From an optimization exercise on the open Yosys and OpenROAD flow, aimed at small area; shortcuts taken in it are not production practice. Function was checked by simulation only, so behaviour that the tests miss may differ from the original.

==> wip/cedar: inputs <==
// spec_monitor_top
module spec_monitor_top #(
    parameter int WF_LINE_DIV = 4,   
    parameter int DECAY_BITS  = 3    
) (
    input  wire logic                  logfn_lineSync,
    input  wire logic                  global_rst,
    input  wire logic                  i_bin_valid,
    input  wire spec_pkg::bin_sample_t i_bin,
    input  wire logic                  i_frame_sync,
    input  wire logic                  i_line_done,
    input  wire spec_pkg::bin_t        i_rd_addr,
    input  wire spec_pkg::row_t        i_rd_row,
    output spec_pkg::disp_rd_t         o_rd
);
    localparam int NB    = 2 ** spec_pkg::BIN_BITS;
    localparam int NR    = 2 ** spec_pkg::ROW_BITS;
    localparam int NI    = NB / 2;                       
    localparam int MSB   = spec_pkg::BIN_BITS - 1;
    localparam int DW    = spec_pkg::AMPL_BITS;
    localparam int DIV_W = (WF_LINE_DIV > 1) ? $clog2(WF_LINE_DIV) : 1;
    logic rst;
    assign rst = global_rst;
    logic                  sync_q;
    logic [DECAY_BITS-1:0] decay_ctr;
    logic [2:0]            stb;          
    logic                  pend;         
    logic                  rst_q;        
    spec_pkg::bin_t        ph;           
    spec_pkg::bin_req_t    req;          
    spec_pkg::bin_req_t    req_d;        
    spec_pkg::row_t        wr_line;
    spec_pkg::row_t        wr_line_d;
    logic                  odd_now;
    always_ff @(posedge logfn_lineSync)
    begin
  ...
clock: 5.0 ns
lec_check: 0
cap_margin: 20
core_margin: 2
core_utilization: 45
place_density: 0.6
slew_margin: 20
synth_hierarchical: 1
synth_minimum_keep_size: 0
run.sh (not shown) runs the stock make flow with config.mk's settings and CLKGATE_MAP_FILE= SYNTH_SCRIPT=/design/flow/synth_recipe.tcl, a recipe that flattens the netlist after the stock synthesis.
==> inputs of wip/umber, as changes to wip/cedar <==
--- a/flow/design.v
+++ b/flow/design.v
@@ -54,12 +54,21 @@
 );
     for (genvar i = 0; i < 2; i++)
     begin : g_q
         assign o_or[i] = |(i_d[8*i +: 8] & i_sel[8*i +: 8]);
     end
 endmodule
+module sm_dec32 (
+    input  wire logic [4:0]  i_pos,
+    output logic      [31:0] o_sel
+);
+    for (genvar k = 0; k < 32; k++)
+    begin : g_k
+        assign o_sel[k] = (i_pos == 5'(k));
+    end
+endmodule
 module sm_insert (
     input  wire logic       i_ins,
     input  wire logic       i_keep,
     input  wire logic [7:0] i_new,
     input  wire logic [7:0] i_prev,
     output logic      [7:0] o_next
@@ -91,59 +100,51 @@
     localparam int DIV_W = (WF_LINE_DIV > 1) ? $clog2(WF_LINE_DIV) : 1;
     logic rst;
     assign rst = global_rst;
     logic                  sync_q;
     logic [DECAY_BITS-1:0] decay_ctr;
     logic [2:0]            stb;          
-    logic                  pend;         
     logic                  rst_q;        
     spec_pkg::bin_t        ph;           
     spec_pkg::bin_req_t    req;          
-    spec_pkg::bin_req_t    req_d;        
-    spec_pkg::row_t        wr_line;
-    spec_pkg::row_t        wr_line_d;
-    logic                  odd_now;
     always_ff @(posedge logfn_lineSync)
     begin
         rst_q <= rst;
         if (rst)
         begin
             sync_q    <= 1'b0;
             decay_ctr <= '0;
             stb       <= '0;
-            pend      <= 1'b0;
             ph        <= '0;
         end
         else
         begin
             sync_q <= i_frame_sync;
             if (i_frame_sync & ~sync_q)
             begin
                 decay_ctr <= decay_ctr - 1'b1;
             end
-            stb  <= {stb[1:0], i_bin_valid};
-            pend <= stb[2] & ~odd_now;
-            ph   <= ph + 1'b1;
+            stb <= {stb[1:0], i_bin_valid};
+            ph  <= ph + 1'b1;
         end
     end
     always_ff @(posedge logfn_lineSync)
     begin
         if (i_bin_valid)
         begin
             req.addr  <= {~i_bin.bin[MSB], i_bin.bin[MSB-1:0]};
             req.ampl  <= i_bin.ampl;
             req.close <= i_frame_sync;
             req.decay <= (decay_ctr == '0);
         end
     end
-    always_ff @(posedge logfn_lineSync)
-    begin
-        req_d     <= req;
-        wr_line_d <= wr_line;
-    end
     logic [DIV_W-1:0] line_div;
+    spec_pkg::row_t   wr_line;
+    spec_pkg::row_t   wr_line_nx;        
+    assign wr_line_nx = (i_line_done && (line_div == DIV_W'(WF_LINE_DIV - 1))) ?
+                        (wr_line + 1'b1) : wr_line;
     always_ff @(posedge logfn_lineSync)
     begin
         if (rst)
         begin
             line_div <= '0;
             wr_line  <= '0;
@@ -158,73 +159,90 @@
             else
             begin
                 line_div <= line_div + 1'b1;
             end
         end
     end
-    spec_pkg::bin_req_t act;
-    spec_pkg::row_t     act_row;
-    spec_pkg::bin_t     act_pos;         
-    logic               wr;
-    spec_pkg::bin_t     ins_stage;
-    assign act       = pend ? req_d : req;
-    assign act_row   = pend ? wr_line_d : wr_line;
-    assign act_pos   = act.addr + ph;
-    assign odd_now   = act_pos[0];
-    assign wr        = pend | (stb[2] & odd_now);
-    assign ins_stage = act_pos + 1'b1;
     logic [DW-1:0] sp [NB];
     logic [DW-1:0] pk [NB];
     logic [DW-1:0] wf [NR][NB];
+    spec_pkg::bin_t  cur_pos;            
+    logic            cap;                
     logic [NI-1:0]   sel_e;
     logic [1:0][1:0][DW-1:0] old_or;
     spec_pkg::ampl_t old_spec;
     spec_pkg::ampl_t old_peak;
     spec_pkg::ampl_t new_spec;
     spec_pkg::ampl_t new_peak;
-    logic [DW-1:0]   new_spec_g;
-    logic [DW-1:0]   new_peak_g;
+    assign cur_pos = req.addr + ph;
+    assign cap     = (stb[1] | stb[2]) & ~cur_pos[0];
     for (genvar j = 0; j < NI; j++)
     begin : g_sel_e
-        assign sel_e[j] = (act_pos[MSB:1] == (MSB)'(j));
+        assign sel_e[j] = (cur_pos[MSB:1] == (MSB)'(j));
     end
     for (genvar b = 0; b < DW; b++)
     begin : g_old
         logic [NI-1:0] d_sp;
         logic [NI-1:0] d_pk;
         for (genvar j = 0; j < NI; j++)
         begin : g_j
-            assign d_sp[j] = sp[2*j+1][b];
-            assign d_pk[j] = pk[2*j+1][b];
+            assign d_sp[j] = sp[2*j][b];
+            assign d_pk[j] = pk[2*j][b];
         end
         sm_or16_bit u_sp (.i_d(d_sp), .i_sel(sel_e), .o_or({old_or[0][1][b], old_or[0][0][b]}));
         sm_or16_bit u_pk (.i_d(d_pk), .i_sel(sel_e), .o_or({old_or[1][1][b], old_or[1][0][b]}));
     end
-    assign old_spec   = old_or[0][0] | old_or[0][1];
-    assign old_peak   = old_or[1][0] | old_or[1][1];
-    assign new_spec   = act.close ? '0 : ((old_spec < act.ampl) ? act.ampl : old_spec);
-    assign new_peak   = (old_spec < old_peak) ? (old_peak - spec_pkg::ampl_t'(act.decay)) : old_spec;
-    assign new_spec_g = new_spec & {DW{~rst}};
-    assign new_peak_g = new_peak & {DW{~rst}};
+    assign old_spec = old_or[0][0] | old_or[0][1];
+    assign old_peak = old_or[1][0] | old_or[1][1];
+    assign new_spec = req.close ? '0 : ((old_spec < req.ampl) ? req.ampl : old_spec);
+    assign new_peak = (old_spec < old_peak) ? (old_peak - spec_pkg::ampl_t'(req.decay)) : old_spec;
+    logic                 wr_q;          
+    logic                 late_q;        
+    logic                 close_q;
+    spec_pkg::bin_t       addr_q;
+    logic [MSB-1:0]       ins_q;         
+    spec_pkg::row_t       row_q;
+    spec_pkg::ampl_t      new_spec_q;
+    spec_pkg::ampl_t      new_peak_q;
+    spec_pkg::bin_t       ins_pos;
+    assign ins_pos = cur_pos + spec_pkg::bin_t'(2);
+    always_ff @(posedge logfn_lineSync)
+    begin
+        wr_q <= cap & ~rst;
+        if (cap)
+        begin
+            late_q     <= stb[2];
+            close_q    <= req.close;
+            addr_q     <= req.addr;
+            ins_q      <= ins_pos[MSB:1];
+            row_q      <= stb[2] ? wr_line : wr_line_nx;
+            new_spec_q <= new_spec;
+            new_peak_q <= new_peak;
+        end
+    end
+    logic [DW-1:0] new_spec_g;
+    logic [DW-1:0] new_peak_g;
     logic [NI-1:0] ins_sp;
     logic [NI-1:0] ins_pk;
     logic [NI-1:0] ins_wf [NR];
     logic [NI-1:0] keep_sp;
     logic [NI-1:0] keep_pk;
     logic [NI-1:0] keep_wf [NR];
     logic          clr;                  
-    assign clr = rst | rst_q;
+    assign clr        = rst | rst_q;
+    assign new_spec_g = new_spec_q & {DW{~rst}};
+    assign new_peak_g = new_peak_q & {DW{~rst}};
     for (genvar j = 0; j < NI; j++)
     begin : g_ins
-        assign ins_sp[j] = wr && (ins_stage[MSB:1] == (MSB)'(j));
-        assign ins_pk[j]  = ins_sp[j] & act.close;
+        assign ins_sp[j]  = wr_q && (ins_q == (MSB)'(j));
+        assign ins_pk[j]  = ins_sp[j] & close_q;
         assign keep_sp[j] = ~ins_sp[j] & ~clr;
         assign keep_pk[j] = ~ins_pk[j] & ~clr;
         for (genvar r = 0; r < NR; r++)
         begin : g_row
-            assign ins_wf[r][j]  = ins_sp[j] && (act_row == spec_pkg::row_t'(r));
+            assign ins_wf[r][j]  = ins_sp[j] && (row_q == spec_pkg::row_t'(r));
             assign keep_wf[r][j] = ~ins_wf[r][j] & ~clr;
         end
     end
     for (genvar k = 0; k < NB; k++)
     begin : g_stage
         if (k % 2 == 1)
@@ -264,65 +282,68 @@
                 end
             end
         end
     end
     spec_pkg::row_t rd_line;
     spec_pkg::bin_t rd_pos;
-    logic [NB-1:0]  sel_d;
     logic [NR-1:0]  sel_r;
     logic           hit;
     logic           hit_wf;
     logic [3:0][DW-1:0] rd_sp_or;
     logic [3:0][DW-1:0] rd_pk_or;
-    logic [NR-1:0][DW-1:0] rd_wf_r;
     spec_pkg::ampl_t rd_sp;
     spec_pkg::ampl_t rd_pk;
     spec_pkg::ampl_t rd_wf;
     assign rd_line = wr_line - spec_pkg::row_t'(1) - i_rd_row;
     assign rd_pos  = i_rd_addr + ph;
-    for (genvar k = 0; k < NB; k++)
-    begin : g_sel_d
-        assign sel_d[k] = (rd_pos == spec_pkg::bin_t'(k));
+    logic [NB-1:0] sel_sp;
+    logic [NB-1:0] sel_wf [3];
+    sm_dec32 u_dec_sp (.i_pos(rd_pos), .o_sel(sel_sp));
+    for (genvar g = 0; g < 3; g++)
+    begin : g_dec
+        sm_dec32 u_dec (.i_pos(rd_pos), .o_sel(sel_wf[g]));
     end
     for (genvar r = 0; r < NR; r++)
     begin : g_sel_r
         assign sel_r[r] = (rd_line == spec_pkg::row_t'(r));
     end
     for (genvar b = 0; b < DW; b++)
     begin : g_rd
         logic [NB-1:0] d_sp;
         logic [NB-1:0] d_pk;
+        logic [NB-1:0] q_wf;             
+        logic [NB-1:0] s_wf;
+        logic [3:0]    o_wf;
         for (genvar k = 0; k < NB; k++)
         begin : g_k
             assign d_sp[k] = sp[k][b];
             assign d_pk[k] = pk[k][b];
         end
-        sm_or32_bit u_sp (.i_d(d_sp), .i_sel(sel_d),
+        sm_or32_bit u_sp (.i_d(d_sp), .i_sel(sel_sp),
                           .o_or({rd_sp_or[3][b], rd_sp_or[2][b], rd_sp_or[1][b], rd_sp_or[0][b]}));
-        sm_or32_bit u_pk (.i_d(d_pk), .i_sel(sel_d),
+        sm_or32_bit u_pk (.i_d(d_pk), .i_sel(sel_sp),
                           .o_or({rd_pk_or[3][b], rd_pk_or[2][b], rd_pk_or[1][b], rd_pk_or[0][b]}));
         for (genvar r = 0; r < NR; r++)
         begin : g_r
             logic [NB-1:0] d_wf;
             for (genvar k = 0; k < NB; k++)
             begin : g_k
                 assign d_wf[k] = wf[r][k][b];
             end
-            logic [3:0] q;
-            sm_or32_bit u_wf (.i_d(d_wf), .i_sel(sel_d), .o_or(q));
-            assign rd_wf_r[r][b] = (|q) & sel_r[r];
+            sm_or32_bit u_wf (.i_d(d_wf), .i_sel(sel_wf[r / 3]), .o_or(q_wf[4*r +: 4]));
+            assign s_wf[4*r +: 4] = {4{sel_r[r]}};
         end
+        sm_or32_bit u_row (.i_d(q_wf), .i_sel(s_wf), .o_or(o_wf));
+        assign rd_wf[b] = |o_wf;
     end
     assign rd_sp = rd_sp_or[0] | rd_sp_or[1] | rd_sp_or[2] | rd_sp_or[3];
     assign rd_pk = rd_pk_or[0] | rd_pk_or[1] | rd_pk_or[2] | rd_pk_or[3];
-    assign rd_wf = rd_wf_r[0] | rd_wf_r[1] | rd_wf_r[2] | rd_wf_r[3] |
-                   rd_wf_r[4] | rd_wf_r[5] | rd_wf_r[6] | rd_wf_r[7];
-    assign hit    = pend && (i_rd_addr == req_d.addr);
-    assign hit_wf = hit && (rd_line == wr_line_d);
+    assign hit    = wr_q && late_q && (i_rd_addr == addr_q);
+    assign hit_wf = hit && (rd_line == row_q);
     always_ff @(posedge logfn_lineSync)
     begin
-        o_rd.spec <= rst_q ? '0 : hit ? new_spec : rd_sp;
-        o_rd.peak <= rst_q ? '0 : (hit && req_d.close) ? new_peak : rd_pk;
-        o_rd.wf   <= rst_q ? '0 : hit_wf ? new_spec : rd_wf;
+        o_rd.spec <= rst_q ? '0 : hit ? new_spec_q : rd_sp;
+        o_rd.peak <= rst_q ? '0 : (hit && close_q) ? new_peak_q : rd_pk;
+        o_rd.wf   <= rst_q ? '0 : hit_wf ? new_spec_q : rd_wf;
     end
 endmodule
 `default_nettype wire
--- a/flow/config.mk
+++ b/flow/config.mk
@@ -5,10 +5,13 @@
 export SDC_FILE = /design/flow/constraint.sdc
 export NUM_CORES = 4
 export LEC_CHECK = 0
 export CAP_MARGIN = 20
 export CORE_MARGIN = 2
 export CORE_UTILIZATION = 45
+export CTS_CLUSTER_DIAMETER = 100
+export CTS_CLUSTER_SIZE = 30
+export GPL_TIMING_DRIVEN = 0
 export PLACE_DENSITY = 0.6
 export SLEW_MARGIN = 20
 export SYNTH_HIERARCHICAL = 1
 export SYNTH_MINIMUM_KEEP_SIZE = 0
==> flow_metrics.env <==
export IMPL_status="finished with violations"
export IMPL_so_violations="setup timing"
export IMPL_initial_core_util=0.4528
export IMPL_inverters=31
export IMPL_drt_total_wl_mm=313.8
export IMPL_setup_viol=2
export IMPL_reg2reg_slack_ns=-0.03
export IMPL_fin_ws_ns=-0.02683
The numbers above come from wip/umber.

==> flow_metrics.env <==
export IMPL_status="finished with violations"
export IMPL_so_violations="setup timing"
export IMPL_final_common_cell="dfxtp_1"
export IMPL_critical_path_slowest_cell="nor2_4"
export IMPL_initial_core_util=0.4515
export IMPL_tap_cells=2511
export IMPL_inverters=15
export IMPL_reg2reg_slack_ns=-0.40
export IMPL_setup_viol=1293
export IMPL_critPathLaunchType="input pin"
export IMPL_cp_max_fo=20
export IMPL_fin_crit_sh=1.085
export IMPL_drt_total_wl_mm=369.0
export IMPL_synth_edff_count=15
export IMPL_fin_ws_ns=-0.4275
The numbers above come from wip/cedar.

[static timing again, ports no longer ideal]
The flow's constraints put no driver on any port. The routed layouts listed below were extracted and timed again, unchanged, in two steps.
Step 1: set_driving_cell puts a clkbuf_16 on logfn_lineSync and a buf_2 on each other input, an assumption about the parent block.
Step 2, shift: input delay + t, output delay - t, t = (earliest + latest rising clock arrival at the registers) / 2. This alone moves slack from input paths to output paths.
Slacks: ideal ports / drivers / drivers and shift; pairs: ideal ports / drivers.
run | t (ns) | setup WS [ns] | worst setup path after step 2 | worst data-port slew with drivers (ns)
wip/cedar | 1.010 | -0.427 / -0.399 / -1.361 | input to register | 0.04
wip/umber | 0.873 | -0.027 / -0.027 / -0.807 | input to register | 0.22
The setup slack of wip/cedar, which loses most, moves by +0.028 ns with the drivers and by -0.934 ns with both steps.
